Source: an optimization exercise on an open RTL-to-GDS flow (aim: a short achievable clock period and few clock cycles). Production flows keep margins and buffers that such runs may drop.
Where RTL was checked, it was by simulation tests only, not by an equivalence proof against the original.
Only the layout flow was run in run 4; the RTL was not checked for function there.
Power is estimated from default activity; no workload was simulated.

==> design/flow/design.v <==
`timescale 1ns/1ps
`default_nettype none
package wr_in_pkg;
	localparam int ID_BITS  = 8;
	localparam int ADR_BITS = 64;
	localparam int LEN_BITS = 8;
	localparam int DATA_BITS      = 64;
	localparam int STRB_BITS      = DATA_BITS / 8;
	localparam int WORD_BITS      = 512;
	localparam int WORD_STRB_BITS = WORD_BITS / 8;
	localparam int BEATS_PER_WORD = WORD_BITS / DATA_BITS;
	localparam int CNT_BITS       = 3;
	localparam int              ADDR_MASK_BITS = 3;
	localparam logic [2:0]      SIZE_CODE      = 3'd3;
	localparam int ADR_REC_BITS   = 128;
	localparam int REC_FIELD_BITS = 16;
	localparam int REC_SIZE_LSB   = 112;
	localparam int REC_ID_LSB     = 96;
	localparam int REC_LEN_LSB    = 80;
	localparam int REC_SB_LSB     = 64;
	localparam int REC_ADR_LSB    = 0;
	localparam int DAT_REC_BITS = 2 + WORD_STRB_BITS + WORD_BITS;
	localparam int ID_DEPTH     = 8;
	localparam int ID_PTR_BITS  = $clog2(ID_DEPTH);
	localparam int OUT_BITS     = ID_PTR_BITS + 1;
	localparam int DAT_DEPTH    = 8;
	localparam logic [1:0] RESP_OKAY = 2'b00;
endpackage
`default_nettype wire
`timescale 1ns/1ps
`default_nettype none
module wr_id_fifo (
	input  logic S_CLK,
	input  logic S_RESET_N,
	input  logic                          q_push,
	input  logic [wr_in_pkg::ID_BITS-1:0] q_push_id,
	input  logic                          q_pop,
	output logic                          q_avail,
	output logic [wr_in_pkg::ID_BITS-1:0] q_pop_id
);
	logic [wr_in_pkg::ID_BITS-1:0]     mem [wr_in_pkg::ID_DEPTH];
	logic [wr_in_pkg::ID_PTR_BITS-1:0] wr_ptr;
	logic [wr_in_pkg::ID_PTR_BITS-1:0] rd_ptr;
	logic                              empty;
	logic                              full_flag;
	assign empty    = (wr_ptr == rd_ptr) & ~full_flag;
	assign q_avail  = ~empty | q_push;
	assign q_pop_id = empty ? q_push_id : mem[rd_ptr];
	always_ff @(posedge S_CLK) begin
		if (q_push) begin
			mem[wr_ptr] <= q_push_id;
		end
	end
	always_ff @(posedge S_CLK or negedge S_RESET_N) begin
		if (!S_RESET_N) begin
			wr_ptr    <= '0;
			rd_ptr    <= '0;
			full_flag <= 1'b0;
		end else begin
			if (q_push) begin
				wr_ptr <= wr_ptr + 1'b1;
			end
			if (q_pop) begin
				rd_ptr <= rd_ptr + 1'b1;
			end
			if (q_push && !q_pop && (wr_ptr + 1'b1 == rd_ptr)) begin
				full_flag <= 1'b1;
			end else if (q_pop && !q_push) begin
				full_flag <= 1'b0;
			end
		end
	end
endmodule
`default_nettype wire
`timescale 1ns/1ps
`default_nettype none
module wr_addr_stage (
	input  logic                          S_CLK,
	input  logic                          S_RESET_N,
	input  logic [wr_in_pkg::ID_BITS-1:0]  awid,
	input  logic [wr_in_pkg::ADR_BITS-1:0] awaddr,
	input  logic [wr_in_pkg::LEN_BITS-1:0] awlen,
	input  logic                          awvalid,
	output logic                          awready,
	input  logic                          adr_fifo_full,
	output logic                          adr_fifo_wren,
	output logic [wr_in_pkg::ADR_REC_BITS-1:0] adr_fifo_wdata,
	output logic                          q_push,
	output logic [wr_in_pkg::ID_BITS-1:0]  q_push_id,
	input  logic                          resp_issue
);
	localparam int AB = wr_in_pkg::ADR_BITS - wr_in_pkg::ADDR_MASK_BITS;
	logic                              accept;
	logic                              h_free;
	logic                              h_vld;
	logic [wr_in_pkg::ID_BITS-1:0]     h_id;
	logic [wr_in_pkg::LEN_BITS-1:0]    h_len;
	logic [AB-1:0]                     h_adr;
	logic                              s_vld;
	logic [wr_in_pkg::ID_BITS-1:0]     s_id;
	logic [wr_in_pkg::LEN_BITS-1:0]    s_len;
	logic [AB-1:0]                     s_adr;
	logic [wr_in_pkg::OUT_BITS-1:0]    outst;
	logic [wr_in_pkg::OUT_BITS-1:0]    outst_nxt;
	logic                              s_vld_nxt;
	assign accept        = awvalid & awready;
	assign adr_fifo_wren = h_vld & ~adr_fifo_full;
	assign h_free        = ~h_vld | ~adr_fifo_full;
	assign q_push    = adr_fifo_wren;
	assign q_push_id = h_id;
	assign s_vld_nxt = ~h_free & (s_vld | accept);
	assign outst_nxt = outst + wr_in_pkg::OUT_BITS'(accept) - wr_in_pkg::OUT_BITS'(resp_issue);
	always_ff @(posedge S_CLK or negedge S_RESET_N) begin
		if (!S_RESET_N) begin
			h_vld   <= 1'b0;
			s_vld   <= 1'b0;
			outst   <= '0;
			awready <= 1'b0;
		end else begin
			if (h_free) begin
				h_vld <= s_vld | accept;
			end
			s_vld   <= s_vld_nxt;
			outst   <= outst_nxt;
			awready <= ~s_vld_nxt & (outst_nxt != wr_in_pkg::OUT_BITS'(wr_in_pkg::ID_DEPTH));
		end
	end
	always_ff @(posedge S_CLK) begin
		if (h_free) begin
			if (s_vld) begin
				h_id  <= s_id;
				h_len <= s_len;
				h_adr <= s_adr;
			end else begin
				h_id  <= awid;
				h_len <= awlen;
				h_adr <= awaddr[wr_in_pkg::ADR_BITS-1:wr_in_pkg::ADDR_MASK_BITS];
			end
		end
		if (!s_vld) begin
			s_id  <= awid;
			s_len <= awlen;
			s_adr <= awaddr[wr_in_pkg::ADR_BITS-1:wr_in_pkg::ADDR_MASK_BITS];
		end
	end
	assign adr_fifo_wdata[wr_in_pkg::REC_SIZE_LSB +: wr_in_pkg::REC_FIELD_BITS] = wr_in_pkg::REC_FIELD_BITS'(wr_in_pkg::SIZE_CODE);
	assign adr_fifo_wdata[wr_in_pkg::REC_ID_LSB   +: wr_in_pkg::REC_FIELD_BITS] = wr_in_pkg::REC_FIELD_BITS'(h_id);
	assign adr_fifo_wdata[wr_in_pkg::REC_LEN_LSB  +: wr_in_pkg::REC_FIELD_BITS] = wr_in_pkg::REC_FIELD_BITS'(h_len);
	assign adr_fifo_wdata[wr_in_pkg::REC_SB_LSB   +: wr_in_pkg::REC_FIELD_BITS] = '0;
	assign adr_fifo_wdata[wr_in_pkg::REC_ADR_LSB  +: wr_in_pkg::ADR_BITS]       = {h_adr, {wr_in_pkg::ADDR_MASK_BITS{1'b0}}};
endmodule
`default_nettype wire
`timescale 1ns/1ps
`default_nettype none
module wr_data_pack (
	input  logic                                S_CLK,
	input  logic                                S_RESET_N,
	input  logic [wr_in_pkg::DATA_BITS-1:0]     wdata,
	input  logic [wr_in_pkg::STRB_BITS-1:0]     wstrb,
	input  logic                                wlast,
	input  logic                                wvalid,
	output logic                                wready,
	input  logic                                dat_fifo_full,
	output logic                                dat_fifo_wren,
	output logic [wr_in_pkg::DAT_REC_BITS-1:0]  dat_fifo_wdata,
	output logic                                last_word,
	input  logic                                resp_issue
);
	localparam int DB = wr_in_pkg::DATA_BITS;
	localparam int SB = wr_in_pkg::STRB_BITS;
	localparam int NB = wr_in_pkg::BEATS_PER_WORD;
	logic                               beat;
	logic                               take;
	logic                               w_free;
	logic                               src_last;
	logic [DB-1:0]                      src_data;
	logic [SB-1:0]                      src_strb;
	logic                               s_vld;
	logic [DB-1:0]                      s_data;
	logic [SB-1:0]                      s_strb;
	logic                               s_last;
	logic                               s_vld_nxt;
	logic [DB-1:0]                      w_data [NB];
	logic [SB-1:0]                      w_strb [NB];
	logic                               w_done;
	logic                               w_last;
	logic [wr_in_pkg::CNT_BITS-1:0]     w_cnt;
	logic                               w_new;
	logic                               w_end;
	logic [wr_in_pkg::OUT_BITS-1:0]     outst;
	logic [wr_in_pkg::OUT_BITS-1:0]     outst_nxt;
	assign beat = wvalid & wready;
	assign src_data = s_vld ? s_data : wdata;
	assign src_strb = s_vld ? s_strb : wstrb;
	assign src_last = s_vld ? s_last : wlast;
	assign dat_fifo_wren = w_done & ~dat_fifo_full;
	assign last_word     = dat_fifo_wren & w_last;
	assign w_free = ~w_done | ~dat_fifo_full;
	assign take   = w_free & (s_vld | beat);
	assign w_new  = (w_cnt == '0);
	assign w_end  = src_last | (w_cnt == wr_in_pkg::CNT_BITS'(NB - 1));
	assign s_vld_nxt = ~w_free & (s_vld | beat);
	assign outst_nxt = outst + wr_in_pkg::OUT_BITS'(beat & wlast) - wr_in_pkg::OUT_BITS'(resp_issue);
	always_ff @(posedge S_CLK or negedge S_RESET_N) begin
		if (!S_RESET_N) begin
			s_vld  <= 1'b0;
			w_done <= 1'b0;
			w_cnt  <= '0;
			outst  <= '0;
			wready <= 1'b0;
		end else begin
			if (take) begin
				w_done <= w_end;
				w_cnt  <= w_end ? '0 : w_cnt + 1'b1;
			end else if (w_free) begin
				w_done <= 1'b0;
			end
			s_vld  <= s_vld_nxt;
			outst  <= outst_nxt;
			wready <= ~s_vld_nxt & (outst_nxt != wr_in_pkg::OUT_BITS'(wr_in_pkg::DAT_DEPTH));
		end
	end
	always_ff @(posedge S_CLK) begin
		if (!s_vld) begin
			s_data <= wdata;
			s_strb <= wstrb;
			s_last <= wlast;
		end
		if (take) begin
			w_last <= src_last;
		end
		for (int k = 0; k < NB; k++) begin
			if (take && w_cnt == wr_in_pkg::CNT_BITS'(k)) begin
				w_data[k] <= src_data;
				w_strb[k] <= src_strb;
			end else if (take && w_new) begin
				w_data[k] <= '0;
				w_strb[k] <= '0;
			end
		end
	end
	always_comb begin
		for (int k = 0; k < NB; k++) begin
			dat_fifo_wdata[k*DB +: DB]                      = w_data[k];
			dat_fifo_wdata[wr_in_pkg::WORD_BITS + k*SB +: SB] = w_strb[k];
		end
		dat_fifo_wdata[wr_in_pkg::DAT_REC_BITS-2] = w_last;
		dat_fifo_wdata[wr_in_pkg::DAT_REC_BITS-1] = 1'b0;
	end
endmodule
`default_nettype wire
`timescale 1ns/1ps
`default_nettype none
module wr_resp_stage (
	input  logic                          S_CLK,
	input  logic                          S_RESET_N,
	output logic [wr_in_pkg::ID_BITS-1:0] bid,
	output logic [1:0]                    bresp,
	output logic                          bvalid,
	input  logic                          bready,
	input  logic                          last_word,
	output logic                          resp_issue,
	output logic                          q_pop,
	input  logic [wr_in_pkg::ID_BITS-1:0] q_pop_id,
	input  logic                          q_avail
);
	logic [wr_in_pkg::OUT_BITS-1:0] words;
	assign resp_issue = q_avail & ((words != '0) | last_word) & (~bvalid | bready);
	assign q_pop      = resp_issue;
	always_ff @(posedge S_CLK or negedge S_RESET_N) begin
		if (!S_RESET_N) begin
			words  <= '0;
			bvalid <= 1'b0;
		end else begin
			words  <= words + wr_in_pkg::OUT_BITS'(last_word) - wr_in_pkg::OUT_BITS'(resp_issue);
			bvalid <= resp_issue | (bvalid & ~bready);
		end
	end
	always_ff @(posedge S_CLK) begin
		if (resp_issue) begin
			bid <= q_pop_id;
		end
	end
	assign bresp = wr_in_pkg::RESP_OKAY;
endmodule
`default_nettype wire
`timescale 1ns/1ps
`default_nettype none
module wr_in_top (
	input  logic                                S_CLK,
	input  logic                                S_RESET_N,
	input  logic [wr_in_pkg::ID_BITS-1:0]       awid,
	input  logic [wr_in_pkg::ADR_BITS-1:0]      awaddr,
	input  logic [wr_in_pkg::LEN_BITS-1:0]      awlen,
	input  logic                                awvalid,
	output logic                                awready,
	input  logic [wr_in_pkg::DATA_BITS-1:0]     wdata,
	input  logic [wr_in_pkg::STRB_BITS-1:0]     wstrb,
	input  logic                                wlast,
	input  logic                                wvalid,
	output logic                                wready,
	output logic [wr_in_pkg::ID_BITS-1:0]       bid,
	output logic [1:0]                          bresp,
	output logic                                bvalid,
	input  logic                                bready,
	input  logic                                adr_fifo_full,
	output logic                                adr_fifo_wren,
	output logic [wr_in_pkg::ADR_REC_BITS-1:0]  adr_fifo_wdata,
	input  logic                                dat_fifo_full,
	output logic                                dat_fifo_wren,
	output logic [wr_in_pkg::DAT_REC_BITS-1:0]  dat_fifo_wdata
);
	logic last_word;
	logic resp_issue;
	logic                          q_push;
	logic [wr_in_pkg::ID_BITS-1:0] q_push_id;
	logic                          q_pop;
	logic [wr_in_pkg::ID_BITS-1:0] q_pop_id;
	logic                          q_avail;
	wr_id_fifo u_id_fifo (
		.S_CLK     (S_CLK),
		.S_RESET_N (S_RESET_N),
		.q_push    (q_push),
		.q_push_id (q_push_id),
		.q_pop     (q_pop),
		.q_avail   (q_avail),
		.q_pop_id  (q_pop_id)
	);
	wr_addr_stage u_addr (
		.S_CLK          (S_CLK),
		.S_RESET_N      (S_RESET_N),
		.awid           (awid),
		.awaddr         (awaddr),
		.awlen          (awlen),
		.awvalid        (awvalid),
		.awready        (awready),
		.adr_fifo_full  (adr_fifo_full),
		.adr_fifo_wren  (adr_fifo_wren),
		.adr_fifo_wdata (adr_fifo_wdata),
		.q_push         (q_push),
		.q_push_id      (q_push_id),
		.resp_issue     (resp_issue)
	);
	wr_data_pack u_data (
		.S_CLK          (S_CLK),
		.S_RESET_N      (S_RESET_N),
		.wdata          (wdata),
		.wstrb          (wstrb),
		.wlast          (wlast),
		.wvalid         (wvalid),
		.wready         (wready),
		.dat_fifo_full  (dat_fifo_full),
		.dat_fifo_wren  (dat_fifo_wren),
		.dat_fifo_wdata (dat_fifo_wdata),
		.last_word      (last_word),
		.resp_issue     (resp_issue)
	);
	wr_resp_stage u_resp (
		.S_CLK      (S_CLK),
		.S_RESET_N  (S_RESET_N),
		.bid        (bid),
		.bresp      (bresp),
		.bvalid     (bvalid),
		.bready     (bready),
		.last_word  (last_word),
		.resp_issue (resp_issue),
		.q_pop      (q_pop),
		.q_pop_id   (q_pop_id),
		.q_avail    (q_avail)
	);
endmodule
`default_nettype wire
==> design/flow/run.sh <==
#!/bin/bash
# synth_recipe.tcl (not shown) runs the flow's synth.tcl, then flattens the netlist and writes it again
# the make line also repeats each setting of config.mk as NAME=value (left out here)
make -C /OpenROAD-flow-scripts/flow DESIGN_CONFIG=/design/flow/config.mk WORK_HOME=/design/flow/orfs CLKGATE_MAP_FILE= SYNTH_SCRIPT=/design/flow/synth_recipe.tcl finish
==> design/flow/config.mk <==
export PLATFORM = sky130hd
export DESIGN_NAME = wr_in_top
export DESIGN_NICKNAME = wr_in_top
export VERILOG_FILES = /design/flow/design.v
export SDC_FILE = /design/flow/constraint.sdc
export NUM_CORES = 4
export LEC_CHECK = 0
export CAP_MARGIN = 20
export CORE_MARGIN = 2
export CORE_UTILIZATION = 40
export SLEW_MARGIN = 20
==> design/flow/constraint.sdc <==
create_clock -name core_clock -period 7.0 [get_ports {S_CLK}]
set_input_delay 1.4000 -clock core_clock [delete_from_list [all_inputs] [get_ports {S_CLK}]]
set_output_delay 1.4000 -clock core_clock [all_outputs]
set_load 0.01 [all_outputs]
==> results_dict.tcl, run 1 <==
set metrics [dict create \
    synthTopCellsByArea "edfxtp_1 69%, dfxtp_1 9.5%, nor2_1 6.2%" \
    fin_crit_sh_pct 61.56 \
    rows 103 \
    outcome "timing/DRC/antenna clean" \
    nets 2995 \
    die-width_um 285.5 \
    hold_viol 0 \
    mostFrequentLayoutCells "823 x clkdlybuf4s50_1, 726 x edfxtp_1, 523 x nor2_1" \
    placedCellCount 3762 \
    endpoint_kind "register" \
    cts_tree "yes" \
    finalSetupViolCount 0 \
    ys_warn_count 6 \
    synthFlopType "edfxtp_1" \
    syn_to_final_growth_pct 39.84 \
    via_per_inst 4.879 \
    seq_power_share_pct 43.4 \
    clk_latency_ns 0.65 \
    synth_area_um2 31690 \
    vdd_drop_max_mv 0.2626 \
    slew-limit-headroom_pct 23.46 \
    whs_endpoint "u_addr.s_adr[20]" \
    grt_first_pass_wirelength_mm 147.3 \
    io_pins 881 \
    core-area_um2 78740 \
    antenna_found_initial 22 \
    worst_path_most_repeated_cell "inv_1" \
    drt_wl_total_mm 105.9 \
    r2r-end "u_data.w_data[5][42]" \
    p_per_area_nw_per_um2 421.5 \
    holdPathStages 1 \
    synth_edf_count 726 \
    place_hpwl_mm 73.43 \
    cts_setup_buffers 0 \
    initial_utilization_pct 40.24 \
    routabilityCongestion 0.8640 \
    setup_ws_ns 2.691 \
    ys_seq_elements 905 \
    cts-root-buf "clkbuf_16" \
    min_period_ns 4.309 \
    cts.sinks 905 \
    path_class "primary input to register" \
    crit_path_cell_trace "clkdlybuf4s50_1, nand3b_1, a31oi_4, o21ai_4, inv_1, ha_1, inv_1, ha_1, inv_1, fa_1, inv_1, nor3_1, a21oi_1" \
    yosys.area.top_type_share_pct 68.80 \
    fin_total_pwr_mw 18.68 \
    cp.required_ns 7.51 \
    drc_errors 0 \
    p_clk_share_pct 27.8 \
    pre_cts_ws_ns 2.026 \
    rsz0062_at_grt "false" \
    drt_first_pass_iters 7 \
    max_freq_ghz 0.2321 \
    r2r-start "u_data.s_vld" \
    dieArea_um2 81490 \
    hp-start "u_addr.s_adr[20]" \
    ff2ff_path_depth 5 \
    cpMaxStageDelayCell "clkdlybuf4s50_1" \
    cts_buffers 94 \
    grt_use_total_pct 25.41 \
    clk_pin_slew_ns 0.06 \
    clk_path_buf_depth 3 \
    drt_iter0_markers 1391 \
    setup-tns-final_ns 0 \
    hold_class "register to register" \
    grt_max_degree 80 \
    worstMarginPinSlew_ns 1.116 \
    p_comb_share_pct 28.8 \
    postRouteAntennaNets 0 \
    maxSlewViolCount 0 \
    finClkSkew_ns 0.02366 \
    port_buffers 823 \
    avgSynthCellArea_um2 16.33 \
    stdcell_count 3952 \
    p_leak_nw 16.45 \
    final_common_cell "clkdlybuf4s50_1" \
    dieHeight_um 285.5 \
    vias 19281 \
    cp_slowest_stage_delay_ns 0.66 \
    intPower_mw 12.98 \
    drive_above_1_share_pct 9.962 \
    wl_per_cell_um 26.81 \
    fillers 6234 \
    overflow 0 \
    synth_cell_types 43 \
    power.switching_mw 5.701 \
    synthArstFlopShare_pct 3.204 \
    cp.arrival_ns 4.82 \
    startpoint_type "primary input" \
    synthCells 1941 \
    grt_pass1_vias 19288 \
    post_cts_resized 0 \
    maxCapViolCount 0 \
    yosysTopAreaCell "edfxtp_1" \
    ys_seq_area_share_pct 80.57 \
    rrSetupSlack_ns 3.06 \
    worstPathMaxFanout 11 \
    startpoint "dat_fifo_full" \
    htreeDepth 3 \
    p_sw_share_pct 30.52 \
    hold_slack_ns 0.4698 \
    ctsHoldBuffers 0 \
]
## power groups by stage
stage | Clock [mW] | Sequential, mW | Combinational [mW]
4_1_cts | 5.26 | 8.12 | 5.48
5_1_grt | 5.47 | 8.23 | 5.65
3_5_place_dp | 0 | 8.22 | 5.46
3_3_place_gp | 0 | 8.18 | 5.40
2_1_floorplan | 0 | 8.68 | 1.60
6_report | 5.19 | 8.11 | 5.38
## per-layer routing
layer | GRT usage (%) | part of all wire, % | vias to the layer above
met3 | 7.241 | 9.3 | 169
met2 | 44.68 | 51 | 950
met4 | 8.377 | 3.4 | 24
met1 | 29.94 | 36 | 9693
li1 | - | - | 8445
met5 | 0 | 0.14 | -
## stage by stage
stage          area (um2)  util (%)
2_1_floorplan       31880         -
4_1_cts             44210     56.15
3_3_place_gp        40980     52.04
5_1_grt             44300     56.25
6_report            44310     56.28
3_5_place_dp        40980     52.05
## layout make-up
type                       count  area (um2)  area share [%]
sequential                   905       25530           57.62
timing repair buffer         853        8538           19.27
multi-input combinational    864        5318           12.00
clock buffer                 129        2618           5.907
tap                         1050        1314           2.965
clock inverter                47       611.8           1.381
inverter                      93       351.6          0.7934
antenna                       11       27.53         0.06212
## critical path, delay by kind of cell
kind / cells / cell delay [ns]
buf+inv: 5 / 1.27
fa+ha+maj: 3 / 0.99
simple gates: 2 / 0.63
compound gates: 3 / 0.52
## logic make-up (layout without fill, tap and decap cells)
group	Yosys count	count (layout)	share of synthesized area, %
AOI/OAI and AO/OA	27	27	0.5844
xor gates and xnor gates	17	17	0.5528
adders and majority gates	24	24	1.019
buffers and inverters	224	1122	3.676
DFF	905	905	80.57
muxes	177	177	6.633
other	2	65	0.02370
and+or+nand+nor	565	565	6.945
## Yosys cell counts (2+ instances only)
| master | n |
|---|---|
| nand2_2 | 2 |
| buf_4 | 64 |
| dfrtp_1 | 29 |
| nand3_1 | 5 |
| dfxtp_1 | 150 |
| o21ai_0 | 3 |
| xor2_1 | 6 |
| buf_6 | 2 |
| nor2_1 | 523 |
| mux2_2 | 79 |
| a21oi_1 | 14 |
| clkbuf_1 | 22 |
| xnor2_1 | 9 |
| buf_2 | 42 |
| nand2_1 | 17 |
| mux2i_1 | 81 |
| inv_1 | 93 |
| ha_1 | 21 |
| nor3_1 | 4 |
| a21o_1 | 3 |
| mux4_2 | 9 |
| fa_1 | 3 |
| edfxtp_1 | 726 |
| nand2b_1 | 5 |
| mux4_1 | 7 |
| nor2b_1 | 3 |
| a21oi_2 | 2 |
| conb_1 | 2 |
## registers in the layout, summed over array words and instances (netlist names), 61 cells and up
name,cells
u_addr.s_adr,61
u_data.w_data,512
u_id_fifo.mem,64
u_data.w_strb,64
u_addr.h_adr,61
u_data.s_data,64
## worst max path at each step
stage	slack, ns	to
2_1_floorplan	2.90	u_data.w_data[3][0]
4_1_cts	2.69	dat_fifo_wren
5_1_grt	2.54	u_data.w_data[5][42]
6_report	2.69	u_addr.awready
3_5_place_dp	2.03	u_addr.awready
3_3_place_gp	2.11	u_addr.awready
Testbench counts, summed over its fixed seeds: cycles 13,685.
==> inputs of run 2 (changes only) <==
--- a/design/flow/config.mk
+++ b/design/flow/config.mk
@@ -5,7 +5,9 @@
 export SDC_FILE = /design/flow/constraint.sdc
 export NUM_CORES = 4
 export LEC_CHECK = 0
+export ABC_CLOCK_PERIOD_IN_PS = 2500
 export CAP_MARGIN = 20
 export CORE_MARGIN = 2
 export CORE_UTILIZATION = 40
+export SETUP_SLACK_MARGIN = 4.5
 export SLEW_MARGIN = 20
==> run 2 against run 1 <==
  * Critical endpoint is now adr_fifo_wren
  * Sequential power about the same
  * Wire length rose by 11%
  * Global-route usage grew 2.4 points
  * Clock skew is 0.019 ns higher
  * Synthesized area did not move
  * Synthesized cell count did not move
  * Maximum frequency grew 37%
  * Largest power group unchanged
  * Worst setup slack improved by 1.2 ns
  * Final cell count rose by 2.6%
==> results_dict.tcl, run 2 <==
set metrics [dict create \
    drt_iter0_markers 1931 \
    synth_area_um2 31690 \
    core-area_um2 78740 \
    finClkSkew_ns 0.04222 \
    clk_pin_slew_ns 0.05 \
    crit_buf_inv 2 \
    synth_cell_types 43 \
    largest_reg_flops 512 \
    io_pins 881 \
    dieArea_um2 81490 \
    rows 103 \
    synthCells 1941 \
    cts.sinks 905 \
    cpMaxStageDelayCell "buf_6" \
    overflow 0 \
    cts_tree "yes" \
    grt_pass1_vias 20227 \
    die-width_um 285.5 \
    p_per_area_nw_per_um2 431.9 \
    path_depth 3 \
    p_leak_nw 17.58 \
    worstMarginPinSlew_ns 1.139 \
    ctsHoldBuffers 0 \
    min_period_ns 3.136 \
    fin_crit_sh_pct 44.81 \
    fin_util_pct 55.41 \
    slew-limit-headroom_pct 24.04 \
    critPathTopFamily "buffers and inverters" \
    drt_wl_total_mm 117.6 \
    synth_edf_count 726 \
    yosys.area.top_type_share_pct 68.80 \
    maxCapViolCount 0 \
    grt_max_degree 79 \
    syn_to_final_growth_pct 37.69 \
    ys_seq_area_share_pct 80.57 \
    finalSetupViolCount 0 \
    rsz0062_at_grt "true" \
    wl_per_cell_um 28.99 \
    htreeDepth 3 \
    outcome "timing/DRC/antenna clean" \
    synthTopCellsByArea "edfxtp_1 69%, dfxtp_1 9.5%, nor2_1 6.2%" \
    synth.most_common_cell "edfxtp_1" \
    vias 20180 \
    final_common_cell "edfxtp_1" \
    nets 3100 \
    power.switching_mw 6.335 \
    port_buffers 823 \
    drive_above_1_share_pct 37.54 \
    avgSynthCellArea_um2 16.33 \
    cts-root-buf "clkbuf_16" \
    largest_register "u_data.w_data" \
    p_sw_share_pct 33.61 \
    place_hpwl_mm 72.13 \
    clk_latency_ns 0.67 \
    setup-tns-final_ns 0 \
    path_class "primary input to output pin" \
    maxSlewViolCount 0 \
    p_clk_share_pct 25.5 \
    antenna_found_initial 27 \
    via_per_inst 4.977 \
    crit_path_cell_trace "buf_8, nor2b_4, buf_6" \
    hold_viol 0 \
    max_freq_ghz 0.3188 \
    cp.arrival_ns 1.74 \
    drc_errors 0 \
    worstPathMaxFanout 2 \
    holdPathStages 1 \
    clk_path_buf_depth 3 \
    yosysTopAreaCell "edfxtp_1" \
    intPower_mw 12.51 \
    dieHeight_um 285.5 \
    ys_seq_elements 905 \
    grt_use_total_pct 27.85 \
    hold_class "register to register" \
    p_comb_share_pct 31.6 \
    cp_slowest_stage_delay_ns 0.12 \
    ys_warn_count 6 \
    drt_first_pass_iters 8 \
    routabilityCongestion 0.8512 \
    synthArstFlopShare_pct 3.204 \
    grt_first_pass_wirelength_mm 157.9 \
    endpoint_kind "output pin" \
    mostFrequentLayoutCells "726 x edfxtp_1, 538 x buf_2, 517 x nor2_1" \
    postRouteAntennaNets 0 \
    initial_utilization_pct 40.24 \
    ff2ff_path_depth 12 \
    cp.required_ns 5.60 \
    cts_buffers 92 \
    vdd_drop_max_mv 0.2204 \
    synth_common_cells "726 x edfxtp_1, 523 x nor2_1, 150 x dfxtp_1, 93 x inv_1, 81 x mux2i_1" \
    startpoint_type "primary input" \
    synthFlopType "edfxtp_1" \
    seq_power_share_pct 42.9 \
]
==> run 2: power groups by stage <==
| stage | Clock (mW) | Sequential (mW) | Combinational, mW |
|---|---|---|---|
| 2_1_floorplan | 0 | 8.60 | 1.72 |
| 3_3_place_gp | 0 | 8.20 | 5.38 |
| 3_5_place_dp | 0 | 8.23 | 5.47 |
| 4_1_cts | 4.87 | 8.07 | 5.58 |
| 5_1_grt | 5.10 | 8.20 | 6.19 |
| 6_report | 4.81 | 8.08 | 5.95 |
==> run 2: final timing paths <==
path                                startpoint  slack [ns]                   to
max                              adr_fifo_full        3.86        adr_fifo_wren
min                           u_addr.s_adr[26]        0.47     u_addr.s_adr[26]
max reg2reg                u_id_fifo.rd_ptr[1]        4.22      u_resp.words[2]
min reg2reg                   u_addr.s_adr[26]        0.47     u_addr.s_adr[26]
max in group asynchronous            S_RESET_N        5.43         u_data.s_vld
min in group asynchronous            S_RESET_N        1.21  u_id_fifo.rd_ptr[2]
==> run 2: kinds of logic after synthesis <==
family,Yosys count,share of synthesized area [%]
AOI/OAI and AO/OA,27,0.5844
muxes,177,6.633
DFF,905,80.57
other,2,0.02370
adders and majority gates,24,1.019
and+or+nand+nor,565,6.945
xor gates and xnor gates,17,0.5528
buffers and inverters,224,3.676
==> run 2: final cells by class <==
type | count | area, um2
diodes | 11 | 27.53
clock buffers | 127 | 2545
clock inverters | 45 | 420.4
fillers | 6557 | 35110
inverters | 93 | 367.9
multi-input cells | 888 | 6183
flip-flops and latches | 905 | 25540
well taps | 1050 | 1314
repair buffers | 935 | 7226
repair inverters | 1 | 7.507
==> run 2: what timing repair did <==
| action | 4_1_cts | 5_1_grt |
|---|---|---|
| cloned | 25 | 12 |
| resized for setup | 2969 | 142 |
| endpoints found under the setup margin | 1960 | 1246 |
| pin swaps | 34 | 13 |
| buffers inserted | 63 | 18 |
==> run 2: metrics by stage <==
step           cells  total power, mW  area [um2]  hold slack, ns  worst slack [ns]
2_1_floorplan   1993            10.32       32140          0.4461             3.641
3_3_place_gp    3753            13.58       41050          0.4521             1.722
3_5_place_dp    3754            13.70       41080          0.4601             1.636
4_1_cts         4014            18.52       42670          0.4743             3.865
5_1_grt         4048            19.49       43610          0.4856             3.855
6_report        4055            18.85       43630          0.4716             3.864
==> run 2: layer usage <==
layer | wire [um] | share of wire (%) | vias to the layer above | global-route usage (%)
li1 | - | - | 8697 | -
met3 | 10700 | 9.1 | 231 | 6.986
met2 | 58100 | 49 | 1138 | 46.74
met5 | 66 | 0.056 | - | 0
met1 | 43140 | 37 | 10104 | 34.05
met4 | 5556 | 4.7 | 10 | 12.57
==> inputs of run 3 (changes only) <==
--- a/design/flow/design.v
+++ b/design/flow/design.v
@@ -101,7 +101,6 @@
 	logic [wr_in_pkg::LEN_BITS-1:0]    s_len;
 	logic [AB-1:0]                     s_adr;
 	logic [wr_in_pkg::OUT_BITS-1:0]    outst;
-	logic [wr_in_pkg::OUT_BITS-1:0]    outst_nxt;
 	logic                              s_vld_nxt;
 	assign accept        = awvalid & awready;
 	assign adr_fifo_wren = h_vld & ~adr_fifo_full;
@@ -109,7 +108,6 @@
 	assign q_push    = adr_fifo_wren;
 	assign q_push_id = h_id;
 	assign s_vld_nxt = ~h_free & (s_vld | accept);
-	assign outst_nxt = outst + wr_in_pkg::OUT_BITS'(accept) - wr_in_pkg::OUT_BITS'(resp_issue);
 	always_ff @(posedge S_CLK or negedge S_RESET_N) begin
 		if (!S_RESET_N) begin
 			h_vld   <= 1'b0;
@@ -121,8 +119,8 @@
 				h_vld <= s_vld | accept;
 			end
 			s_vld   <= s_vld_nxt;
-			outst   <= outst_nxt;
-			awready <= ~s_vld_nxt & (outst_nxt != wr_in_pkg::OUT_BITS'(wr_in_pkg::ID_DEPTH));
+			outst   <= outst + wr_in_pkg::OUT_BITS'(accept) - wr_in_pkg::OUT_BITS'(resp_issue);
+			awready <= ~s_vld_nxt & (outst < wr_in_pkg::OUT_BITS'(wr_in_pkg::ID_DEPTH - 1));
 		end
 	end
 	always_ff @(posedge S_CLK) begin
@@ -188,7 +186,6 @@
 	logic                               w_new;
 	logic                               w_end;
 	logic [wr_in_pkg::OUT_BITS-1:0]     outst;
-	logic [wr_in_pkg::OUT_BITS-1:0]     outst_nxt;
 	assign beat = wvalid & wready;
 	assign src_data = s_vld ? s_data : wdata;
 	assign src_strb = s_vld ? s_strb : wstrb;
@@ -200,7 +197,6 @@
 	assign w_new  = (w_cnt == '0);
 	assign w_end  = src_last | (w_cnt == wr_in_pkg::CNT_BITS'(NB - 1));
 	assign s_vld_nxt = ~w_free & (s_vld | beat);
-	assign outst_nxt = outst + wr_in_pkg::OUT_BITS'(beat & wlast) - wr_in_pkg::OUT_BITS'(resp_issue);
 	always_ff @(posedge S_CLK or negedge S_RESET_N) begin
 		if (!S_RESET_N) begin
 			s_vld  <= 1'b0;
@@ -216,8 +212,8 @@
 				w_done <= 1'b0;
 			end
 			s_vld  <= s_vld_nxt;
-			outst  <= outst_nxt;
-			wready <= ~s_vld_nxt & (outst_nxt != wr_in_pkg::OUT_BITS'(wr_in_pkg::DAT_DEPTH));
+			outst  <= outst + wr_in_pkg::OUT_BITS'(beat & wlast) - wr_in_pkg::OUT_BITS'(resp_issue);
+			wready <= ~s_vld_nxt & (outst < wr_in_pkg::OUT_BITS'(wr_in_pkg::DAT_DEPTH - 1));
 		end
 	end
 	always_ff @(posedge S_CLK) begin
==> run 3 against run 2 <==
  * Still clean
  * Register-to-register slack better by 0.17 ns
  * Via count is 0.32% lower
  * Clock skew decreased by 0.018 ns
  * Worst setup slack got worse by 0.076 ns
  * Die area shrank 0.41%
  * Synthesized area shrank 0.41%
  * Sequential power decreased by 2.7%
  * Maximum frequency is 2.4% lower
  * Sequential share of layout area rose by 0.23 points
  * Largest cell class unchanged
==> results_dict.tcl, run 3 <==
set metrics [dict create \
    final_common_cell "edfxtp_1" \
    synth_cell_types 42 \
    synth_area_um2 31560 \
    postRouteAntennaNets 0 \
    place_hpwl_mm 73.84 \
    initial_utilization_pct 40.21 \
    cp.required_ns 5.60 \
    use_met1_pct 33.15 \
    cts_tree "yes" \
    vias 20115 \
    ctsHoldBuffers 0 \
    grt_first_pass_wirelength_mm 159.1 \
    rows 103 \
    dieHeight_um 284.9 \
    min_period_ns 3.212 \
    synth_edf_count 726 \
    routabilityCongestion 0.8589 \
    clk_latency_ns 0.66 \
    cp.arrival_ns 1.81 \
    hold_class "register to register" \
    largest_register "u_data.w_data" \
    nets 3086 \
    avgSynthCellArea_um2 16.20 \
    synthCells 1948 \
    wl_per_cell_um 28.63 \
    die-width_um 284.9 \
    cts-root-buf "clkbuf_16" \
    synthArstFlopShare_pct 3.204 \
    rsz0062_at_grt "true" \
    startpoint_type "primary input" \
    syn_to_final_growth_pct 37.78 \
    outcome "timing/DRC/antenna clean" \
    io_pins 881 \
    core-area_um2 78480 \
    synthTopCellsByArea "edfxtp_1 69%, dfxtp_1 9.5%, nor2_1 6.2%" \
    top_usage_layer "met2" \
    drc_errors 0 \
    slew-limit-headroom_pct 27.63 \
    grtUsageMet2_pct 48.36 \
    clk_pin_slew_ns 0.06 \
    fin_crit_sh_pct 45.89 \
    cts_buffers 93 \
    drt_first_pass_iters 5 \
    cpMaxStageDelayCell "nand2b_4" \
    yosysTopAreaCell "edfxtp_1" \
    synth.most_common_cell "edfxtp_1" \
    port_buffers 823 \
    p_leak_nw 17.41 \
    crit_path_cell_trace "buf_8, nand2b_4, clkinv_8, buf_8" \
    via_per_inst 4.986 \
    max_freq_ghz 0.3113 \
    grt_max_degree 80 \
    finClkSkew_ns 0.02396 \
    p_per_area_nw_per_um2 412.5 \
    maxCapViolCount 0 \
    largest_reg_flops 512 \
    antenna_found_initial 16 \
    mostFrequentLayoutCells "726 x edfxtp_1, 521 x buf_2, 515 x nor2_1" \
    vdd_drop_max_mv 0.2050 \
    worstMarginPinSlew_ns 1.086 \
    dieArea_um2 81160 \
    synth_common_cells "726 x edfxtp_1, 518 x nor2_1, 150 x dfxtp_1, 99 x inv_1, 81 x mux2i_1" \
    maxSlewViolCount 0 \
    worstPathMaxFanout 2 \
    grt_util_met3_pct 7.424 \
    clk_path_buf_depth 3 \
    fin_util_pct 55.40 \
    ys_seq_area_share_pct 80.90 \
    htreeDepth 3 \
    hold_viol 0 \
    synthFlopType "edfxtp_1" \
    overflow 0 \
    endpoint_kind "output pin" \
    drt_wl_total_mm 115.5 \
    cts.sinks 905 \
    yosys.area.top_type_share_pct 69.08 \
    grt_use_total_pct 27.88 \
    cp_slowest_stage_delay_ns 0.16 \
    grt_pass1_vias 20247 \
    ys_warn_count 6 \
    setup-tns-final_ns 0 \
    ys_seq_elements 905 \
    finalSetupViolCount 0 \
    path_class "primary input to output pin" \
    drive_above_1_share_pct 37.68 \
    worst_path_most_repeated_cell "buf_8" \
    drt_iter0_markers 2001 \
]
-- run 3: stage by stage --
| step | setup slack, ns | std cells | hold slack, ns | power (mW) | area (um2) |
|---|---|---|---|---|---|
| finish | 3.788 | 4034 | 0.4340 | 17.94 | 43480 |
| global route | 3.784 | 4030 | 0.4390 | 18.57 | 43470 |
| CTS | 3.795 | 4008 | 0.4387 | 17.84 | 42810 |
| detailed placement | 2.319 | 3760 | 0.4300 | 13.05 | 41170 |
| global placement | 2.337 | 3758 | 0.4156 | 12.95 | 41120 |
| floorplan | 3.676 | 2000 | 0.4030 | 9.926 | 32180 |
-- run 3: layout make-up --
type / instances / area [um2]
diodes: 4 / 10.01
clock buffers: 126 / 2574
clock inverters: 49 / 480.5
fillers: 6419 / 35000
inverters: 100 / 391.6
multi-input cells: 877 / 6068
flip-flops and latches: 905 / 25550
well taps: 1050 / 1314
repair buffers: 922 / 7083
repair inverters: 1 / 7.507
-- run 3: final timing paths --
path,startpoint,endpoint,depth (start not counted),slack [ns]
worst max-delay path,adr_fifo_full,adr_fifo_wren,4,3.79
worst min-delay path,u_addr.outst[3],u_addr.awready,1,0.43
worst max register to register,u_id_fifo.rd_ptr[1],u_resp.words[1],9,4.39
worst min register to register,u_addr.outst[3],u_addr.awready,1,0.43
max in group asynchronous,S_RESET_N,u_data.s_vld,2,5.54
min in group asynchronous,S_RESET_N,u_data.w_cnt[0],2,1.14
-- run 3: critical path: cells and delay by family --
family | cells | cell delay, ns
AND/OR/NAND/NOR | 1 | 0.16
buffers and inverters | 3 | 0.25
-- run 3: per-layer routing --
metal  wire length (um)  vias up
met1              41630    10134
li1                   -     8668
met4               5192       16
met2              58040     1085
met3              10550      212
met5                101        -
-- run 3: timing repair --
item | 4_1_cts | 5_1_grt
endpoints found under the setup margin | 1869 | 1357
gates cloned | 20 | 3
pin swaps | 21 | 15
hold endpoints to repair | 0 | 0
resized for setup | 3012 | 109
buffers inserted | 53 | 19
-- run 3: kinds of logic after synthesis --
family	Yosys count	synth area share (%)
flops	905	80.90
mux	176	6.601
simple gates	563	6.863
other cells	2	0.02380
compound gates	27	0.5432
buf+inv	234	3.552
fa+ha+maj	26	1.102
xor+xnor	15	0.4163
-- run 3: power by group --
part / total, mW / switching [mW] / leakage (nW) / internal, mW
Combinational: 5.12 / 3.18 / 7.42 / 1.94
Sequential: 7.86 / 0.461 / 8.50 / 7.39
Clock: 4.96 / 2.11 / 1.50 / 2.85
Testbench counts of run 3, summed over its fixed seeds: cycles 13,685.
==> inputs of run 4 (changes only) <==
--- a/design/flow/design.v
+++ b/design/flow/design.v
@@ -102,22 +102,25 @@
 	logic [AB-1:0]                     s_adr;
 	logic [wr_in_pkg::OUT_BITS-1:0]    outst;
 	logic                              s_vld_nxt;
+	logic                              h_vld_nxt;
+	logic                              h_nvld_o;
 	assign accept        = awvalid & awready;
-	assign adr_fifo_wren = h_vld & ~adr_fifo_full;
-	assign h_free        = ~h_vld | ~adr_fifo_full;
+	assign adr_fifo_wren = ~(h_nvld_o | adr_fifo_full);
+	assign h_free        = ~h_vld | adr_fifo_wren;
 	assign q_push    = adr_fifo_wren;
 	assign q_push_id = h_id;
 	assign s_vld_nxt = ~h_free & (s_vld | accept);
+	assign h_vld_nxt = h_free ? (s_vld | accept) : h_vld;
 	always_ff @(posedge S_CLK or negedge S_RESET_N) begin
 		if (!S_RESET_N) begin
 			h_vld   <= 1'b0;
+			h_nvld_o <= 1'b1;
 			s_vld   <= 1'b0;
 			outst   <= '0;
 			awready <= 1'b0;
 		end else begin
-			if (h_free) begin
-				h_vld <= s_vld | accept;
-			end
+			h_vld    <= h_vld_nxt;
+			h_nvld_o <= ~h_vld_nxt;
 			s_vld   <= s_vld_nxt;
 			outst   <= outst + wr_in_pkg::OUT_BITS'(accept) - wr_in_pkg::OUT_BITS'(resp_issue);
 			awready <= ~s_vld_nxt & (outst < wr_in_pkg::OUT_BITS'(wr_in_pkg::ID_DEPTH - 1));
@@ -181,6 +184,8 @@
 	logic [DB-1:0]                      w_data [NB];
 	logic [SB-1:0]                      w_strb [NB];
 	logic                               w_done;
+	logic                               w_done_nxt;
+	logic                               w_ndone_o;
 	logic                               w_last;
 	logic [wr_in_pkg::CNT_BITS-1:0]     w_cnt;
 	logic                               w_new;
@@ -190,26 +195,27 @@
 	assign src_data = s_vld ? s_data : wdata;
 	assign src_strb = s_vld ? s_strb : wstrb;
 	assign src_last = s_vld ? s_last : wlast;
-	assign dat_fifo_wren = w_done & ~dat_fifo_full;
+	assign dat_fifo_wren = ~(w_ndone_o | dat_fifo_full);
 	assign last_word     = dat_fifo_wren & w_last;
-	assign w_free = ~w_done | ~dat_fifo_full;
+	assign w_free = ~w_done | dat_fifo_wren;
 	assign take   = w_free & (s_vld | beat);
 	assign w_new  = (w_cnt == '0);
 	assign w_end  = src_last | (w_cnt == wr_in_pkg::CNT_BITS'(NB - 1));
-	assign s_vld_nxt = ~w_free & (s_vld | beat);
+	assign s_vld_nxt  = ~w_free & (s_vld | beat);
+	assign w_done_nxt = take ? w_end : (w_done & ~w_free);
 	always_ff @(posedge S_CLK or negedge S_RESET_N) begin
 		if (!S_RESET_N) begin
 			s_vld  <= 1'b0;
-			w_done <= 1'b0;
-			w_cnt  <= '0;
+			w_done    <= 1'b0;
+			w_ndone_o <= 1'b1;
+			w_cnt     <= '0;
 			outst  <= '0;
 			wready <= 1'b0;
 		end else begin
+			w_done    <= w_done_nxt;
+			w_ndone_o <= ~w_done_nxt;
 			if (take) begin
-				w_done <= w_end;
-				w_cnt  <= w_end ? '0 : w_cnt + 1'b1;
-			end else if (w_free) begin
-				w_done <= 1'b0;
+				w_cnt <= w_end ? '0 : w_cnt + 1'b1;
 			end
 			s_vld  <= s_vld_nxt;
 			outst  <= outst + wr_in_pkg::OUT_BITS'(beat & wlast) - wr_in_pkg::OUT_BITS'(resp_issue);
==> run 4 against run 3 <==
  * Utilization increased by 2.5 points
  * Highest routed layer unchanged
  * Still clean on timing, DRC and antenna
  * Global-route usage about the same
  * Die area increased by 0.26%
==> results_dict.tcl, run 4 <==
set metrics [dict create \
    maxCapViolCount 0 \
    ys_seq_area_share_pct 80.85 \
    drt_iter0_markers 2230 \
    rrSetupSlack_ns 4.22 \
    clk_latency_ns 0.65 \
    cts.sinks 907 \
    routabilityCongestion 0.8598 \
    synthArstFlopShare_pct 3.418 \
    mostFrequentLayoutCells "726 x edfxtp_1, 535 x buf_2, 504 x nor2_1" \
    overflow 0 \
    r2r-end "u_data.outst[1]" \
    hp-start "u_data.outst[3]" \
    p_leak_nw 18.36 \
    core-area_um2 78610 \
    cts_tree "yes" \
    p_sw_share_pct 33.63 \
    r2r-start "u_id_fifo.rd_ptr[2]" \
    synth.most_common_cell "edfxtp_1" \
    yosysTopAreaCell "edfxtp_1" \
    p_clk_share_pct 25.3 \
    syn_to_final_growth_pct 43.81 \
    cp.required_ns 5.60 \
    ys_warn_count 6 \
    finalSetupViolCount 0 \
    outcome "timing/DRC/antenna clean" \
    fin_util_pct 57.88 \
    postRouteAntennaNets 0 \
    worstMarginPinSlew_ns 1.069 \
    ff2ff_path_depth 10 \
    fin_crit_sh_pct 44.37 \
    yosys.area.top_type_share_pct 68.90 \
    synth_cell_types 43 \
    vias 21021 \
    seq_power_share_pct 40.0 \
    port_buffers 823 \
    drt_wl_total_mm 122.1 \
    avgSynthCellArea_um2 16.19 \
    drc_errors 0 \
    fin_total_pwr_mw 21.09 \
    largest_register "u_data.w_data" \
    maxSlewViolCount 0 \
    min_period_ns 3.106 \
    power.switching_mw 7.091 \
    via_per_inst 5.082 \
    p_comb_share_pct 34.7 \
    drt_first_pass_iters 5 \
    finClkSkew_ns 0.02979 \
    synthCells 1954 \
    fillers 6213 \
    dieHeight_um 285.3 \
    slew-limit-headroom_pct 26.68 \
    hold_slack_ns 0.4082 \
    path_class "primary input to output pin" \
    synth_edf_count 726 \
    grt_use_total_pct 27.86 \
    synth_area_um2 31640 \
    initial_utilization_pct 40.25 \
    io_pins 881 \
    max_freq_ghz 0.3220 \
    whs_endpoint "u_data.wready" \
    p_per_area_nw_per_um2 463.4 \
    wl_per_cell_um 29.51 \
    antenna_found_initial 17 \
    clk_pin_slew_ns 0.06 \
    grt_max_degree 75 \
    clk_path_buf_depth 3 \
    die-width_um 285.3 \
    endpoint_kind "output pin" \
    rsz0062_at_grt "true" \
    setup-tns-final_ns 0 \
    grt_first_pass_wirelength_mm 159.1 \
    stdcell_count 4136 \
    place_hpwl_mm 72.44 \
    cts_buffers 94 \
    placedCellCount 3781 \
    hold_viol 0 \
    holdPathStages 1 \
    synth_common_cells "726 x edfxtp_1, 522 x nor2_1, 150 x dfxtp_1, 103 x inv_1" \
    intPower_mw 13.99 \
    cts-root-buf "clkbuf_16" \
    ys_seq_elements 907 \
    rows 103 \
    synthTopCellsByArea "edfxtp_1 69%, dfxtp_1 9.5%, nor2_1 6.2%" \
    hold_class "register to register" \
    htreeDepth 3 \
    worstPathMaxFanout 2 \
    startpoint_type "primary input" \
    cp.arrival_ns 1.71 \
    vdd_drop_max_mv 0.2074 \
    synthFlopType "edfxtp_1" \
    final_common_cell "edfxtp_1" \
    grt_pass1_vias 20398 \
    dieArea_um2 81370 \
    largest_reg_flops 512 \
    drive_above_1_share_pct 39.50 \
    nets 3185 \
]
-- run 4: changes by cell type in the layout (fill, tap and decap cells not counted), moves of 11 or more --
cell / change
buf_12: +25
nor2_1: -11
nand2_8: +11
buf_2: +14
mux2i_1: +14
buf_16: +21
clkbuf_1: -13
clkbuf_16: +16
nor2_4: +11
-- run 4: logic make-up (layout without fill, tap and decap cells) --
logic type / Yosys count / in the layout / share of synthesized area (%)
compound gates: 32 / 32 / 0.6011
buf+inv: 234 / 1272 / 3.606
fa+ha+maj: 26 / 26 / 1.099
xor+xnor: 14 / 14 / 0.4113
other cells: 2 / 64 / 0.02373
simple gates: 563 / 595 / 6.833
flops: 907 / 907 / 80.85
mux: 176 / 176 / 6.576
-- run 4: routing by layer --
metal  track usage, %  vias up  wire (um)  share of wire (%)
met5                0        -        119              0.097
met2            47.62     1283      60710                 50
met4            9.581       18       4473                3.7
met1            34.41    10593      44170                 36
met3            7.128      216      12590                 10
li1                 -     8911          -                  -
-- run 4: power groups by stage --
stage	clock network, mW	registers, mW	logic (mW)
after global placement	0	8.56	5.91
after global routing	5.59	8.56	7.63
after detailed placement	0	8.61	5.99
after floorplan	0	8.96	1.93
final	5.33	8.44	7.32
after CTS	5.37	8.41	6.59
-- run 4: area by class of cell --
type,count,area [um2],share of cell area (%)
sequential,907,25590,56.24
antenna,10,25.02,0.05499
tap,1050,1314,2.887
timing repair buffer,996,8576,18.85
clock buffer,119,2608,5.730
multi-input combinational,897,6285,13.81
clock inverter,54,706.9,1.554
inverter,103,400.4,0.8799
-- run 4: worst max-delay path: stages --
cell	delay, ns
buf_8	0.10
nor2_4	0.08
buf_6	0.12
-- run 4: through the flow --
| stage | cell area [um2] | setup WS (ns) |
|---|---|---|
| after floorplan | 31960 | 3.730 |
| after CTS | 43870 | 3.891 |
| after global routing | 45480 | 3.879 |
| final | 45500 | 3.894 |
| after global placement | 41080 | 2.098 |
| after detailed placement | 41120 | 2.032 |
-- run 4: how the worst max path moves through the flow --
stage                             start              endpoint  cells after the start
after floorplan                  wvalid   u_data.w_data[0][0]                      4
after global placement    dat_fifo_full  u_data.w_data[5][58]                      6
after detailed placement  dat_fifo_full  u_data.w_data[5][58]                      6
after CTS                 adr_fifo_full         adr_fifo_wren                      3
after global routing      adr_fifo_full         adr_fifo_wren                      3
final                     adr_fifo_full         adr_fifo_wren                      3
-- run 4: repair_timing --
item                       in CTS  in global routing
gates cloned                   34                 34
setup buffers                  78                 26
setup endpoints to repair    1948               1509
hold buffers                    0                  0
gates resized for setup      3059                173
pin swaps                      20                 26
==> inputs of run 5 (changes only) <==
--- a/design/flow/design.v
+++ b/design/flow/design.v
@@ -106,8 +106,8 @@
 	logic                              h_nvld_o;
 	assign accept        = awvalid & awready;
 	assign adr_fifo_wren = ~(h_nvld_o | adr_fifo_full);
-	assign h_free        = ~h_vld | adr_fifo_wren;
-	assign q_push    = adr_fifo_wren;
+	assign h_free        = ~h_vld | ~adr_fifo_full;
+	assign q_push    = h_vld & ~adr_fifo_full;
 	assign q_push_id = h_id;
 	assign s_vld_nxt = ~h_free & (s_vld | accept);
 	assign h_vld_nxt = h_free ? (s_vld | accept) : h_vld;
@@ -196,8 +196,8 @@
 	assign src_strb = s_vld ? s_strb : wstrb;
 	assign src_last = s_vld ? s_last : wlast;
 	assign dat_fifo_wren = ~(w_ndone_o | dat_fifo_full);
-	assign last_word     = dat_fifo_wren & w_last;
-	assign w_free = ~w_done | dat_fifo_wren;
+	assign last_word     = w_done & ~dat_fifo_full & w_last;
+	assign w_free = ~w_done | ~dat_fifo_full;
 	assign take   = w_free & (s_vld | beat);
 	assign w_new  = (w_cnt == '0);
 	assign w_end  = src_last | (w_cnt == wr_in_pkg::CNT_BITS'(NB - 1));
==> run 5 against run 4 <==
  * Still clean
  * Synthesized cell count fell by 0.36%
  * Final cell count fell by 1.0%
  * Final area fell by 1.4%
  * Maximum frequency rose by 0.47%
==> results_dict.tcl, run 5 <==
set metrics [dict create \
    cp.arrival_ns 1.69 \
    htreeDepth 3 \
    cts-root-buf "clkbuf_16" \
    synth_area_um2 31590 \
    avgSynthCellArea_um2 16.23 \
    grt_first_pass_wirelength_mm 153.6 \
    synthFlopType "edfxtp_1" \
    rows 103 \
    fin_util_pct 57.10 \
    max_freq_ghz 0.3235 \
    cts_tree "yes" \
    syn_to_final_growth_pct 42.08 \
    min_period_ns 3.091 \
    maxCapViolCount 0 \
    startpoint_type "primary input" \
    port_buffers 823 \
    fin_total_pwr_mw 18.74 \
    mostFrequentLayoutCells "726 x edfxtp_1, 531 x buf_2, 515 x nor2_1" \
    largest_register "u_data.w_data" \
    setup_ws_ns 3.909 \
    synth_edf_count 726 \
    clk_pin_slew_ns 0.06 \
    die-width_um 285.0 \
    crit_path_cell_trace "buf_12, nor2_4, buf_6" \
    cts.sinks 907 \
    slew-limit-headroom_pct 22.92 \
    yosysTopAreaCell "edfxtp_1" \
    postRouteAntennaNets 0 \
    finClkSkew_ns 0.03835 \
    clk_latency_ns 0.64 \
    grt_pass1_vias 19968 \
    vdd_drop_max_mv 0.2642 \
    drt_iter0_markers 1785 \
    final_common_cell "edfxtp_1" \
    multiInputGateArea_um2 6252 \
    endpoint_kind "output pin" \
    place_hpwl_mm 70.29 \
    maxSlewViolCount 0 \
    drt_wl_total_mm 116.9 \
    drc_errors 0 \
    drive_above_1_share_pct 39.01 \
    setup-tns-final_ns 0 \
    fillers 6354 \
    cp_slowest_stage_delay_ns 0.11 \
    critPathTopFamily "buffers and inverters" \
    hold_class "register to register" \
    dieArea_um2 81250 \
    routabilityCongestion 0.8429 \
    outcome "timing/DRC/antenna clean" \
    cp.required_ns 5.60 \
    cts_buffers 92 \
    grt_use_total_pct 26.60 \
    wl_per_cell_um 28.56 \
    drt_first_pass_iters 5 \
    p_leak_nw 17.98 \
    postPlaceCellArea_um2 41210 \
    yosys.area.top_type_share_pct 69.01 \
    ctsHoldBuffers 0 \
    hold_viol 0 \
    synth.most_common_cell "edfxtp_1" \
    ys_warn_count 6 \
    synthCells 1947 \
    finalSetupViolCount 0 \
    synth_common_cells "726 x edfxtp_1, 523 x nor2_1, 150 x dfxtp_1, 97 x inv_1, 81 x mux2i_1" \
    core-area_um2 78610 \
    io_pins 881 \
    pre_cts_ws_ns 2.145 \
    stdcell_area_um2 44890 \
    antenna_found_initial 8 \
    rsz0062_at_grt "true" \
    nets 3148 \
    fin_crit_sh_pct 44.16 \
    dieHeight_um 285.0 \
    initial_utilization_pct 40.19 \
    largest_reg_flops 512 \
    clk_path_buf_depth 3 \
    grt_max_degree 79 \
    cpMaxStageDelayCell "buf_12" \
    synthTopCellsByArea "edfxtp_1 69%, dfxtp_1 9.5%, nor2_1 6.2%" \
    seq_area_um2 25600 \
    synth_cell_types 41 \
    via_per_inst 5.011 \
    overflow 0 \
    ys_seq_area_share_pct 80.97 \
    vias 20509 \
    p_per_area_nw_per_um2 417.5 \
    synthArstFlopShare_pct 3.418 \
    crit_buf_inv 2 \
    path_class "primary input to output pin" \
    worstMarginPinSlew_ns 1.124 \
    ys_seq_elements 907 \
    worstPathMaxFanout 4 \
]
-- run 5: final timing paths --
check | from | endpoint | slack [ns] | depth (start not counted)
hold reg to reg | u_data.outst[3] | u_data.wready | 0.43 | 1
max in group asynchronous | S_RESET_N | u_addr.s_vld | 5.43 | 2
hold / removal | u_data.outst[3] | u_data.wready | 0.43 | 1
setup / recovery | dat_fifo_full | dat_fifo_wren | 3.91 | 3
min in group asynchronous | S_RESET_N | u_resp.bvalid | 1.18 | 2
setup reg to reg | u_id_fifo.rd_ptr[1] | u_resp.words[2] | 4.40 | 9
-- run 5: logic make-up (layout without fill, tap and decap cells) --
| group | Yosys count | after routing | synth area share [%] |
|---|---|---|---|
| AO/OA/AOI/OAI | 27 | 27 | 0.5505 |
| multiplexers | 176 | 176 | 6.570 |
| AND/OR/NAND/NOR | 567 | 586 | 6.895 |
| other | 2 | 57 | 0.02377 |
| XOR/XNOR | 14 | 14 | 0.4119 |
| buffers and inverters | 228 | 1250 | 3.473 |
| adder cells (fa/ha/maj) | 26 | 26 | 1.101 |
| flip-flops | 907 | 907 | 80.97 |
-- run 5: cell type report --
cell class                      instances  share of cell area [%]
Sequential cell                       907                   57.03
Timing Repair Buffer                  981                   18.27
Multi-Input combinational cell        883                   13.93
Clock buffer                          133                   5.949
Tap cell                             1050                   2.927
Clock inverter                         39                   1.054
Inverter                               97                  0.8251
Antenna cell                            3                 0.01673
-- run 5: per-stage QoR --
| stage | std cells | hold WS [ns] |
|---|---|---|
| detailed placement | 3766 | 0.4242 |
| floorplan | 1999 | 0.4030 |
| CTS | 4030 | 0.4329 |
| finish | 4093 | 0.4331 |
| global placement | 3766 | 0.4189 |
| global route | 4091 | 0.4448 |
-- run 5: where the power goes --
part,leakage [nW],switching (mW),internal (mW)
registers,8.52,0.440,7.41
clock network,1.54,2.09,2.96
logic,7.92,3.44,2.39
-- run 5: timing repair --
action / CTS / global route
cloned: 19 / 39
endpoints found under the setup margin: 1975 / 1268
gates resized for setup: 3006 / 176
pin swaps: 16 / 18
buffers inserted: 73 / 21
-- run 5: per-layer routing --
layer  up-vias  GRT usage (%)  routed length (um)
met5         -              0                  69
met4        10          9.319                3904
met3       191          6.848               10450
met2      1060          46.31               59230
met1     10443          32.05               43220
li1       8805              -                   -
Testbench counts of run 5, summed over its fixed seeds: cycles 13,685.

-- separate check: timing with driven ports --
How much do the figures lean on ideal ports? The routed layouts below were timed once more, with nothing changed but the port constraints. Step 1, drivers: a clkbuf_16 drives S_CLK and a buf_2 each remaining input, both assumed. Step 2 also shifts input and output timing later by t, the mid clock arrival at the registers, as if the neighbouring blocks saw the same clock. Slacks: no drivers / after step 1 / after step 2; pairs: no drivers / after step 1.
| run | t, ns | setup slack, ns | cell pins on the clock port's net |
|---|---|---|---|
| run 1 | 0.688 | 2.691 / 2.696 / 2.032 | 1 |
| run 2 | 0.705 | 3.864 / 3.790 / 3.344 | 1 |
| run 3 | 0.716 | 3.788 / 3.698 / 3.560 | 1 |
| run 4 | 0.707 | 3.894 / 3.814 / 3.279 | 1 |
| run 5 | 0.701 | 3.909 / 3.812 / 3.581 | 1 |
After both steps every run listed still meets setup and hold. The setup slack of run 1, which loses most, moves by +0.005 ns with the drivers and by -0.659 ns with both steps.
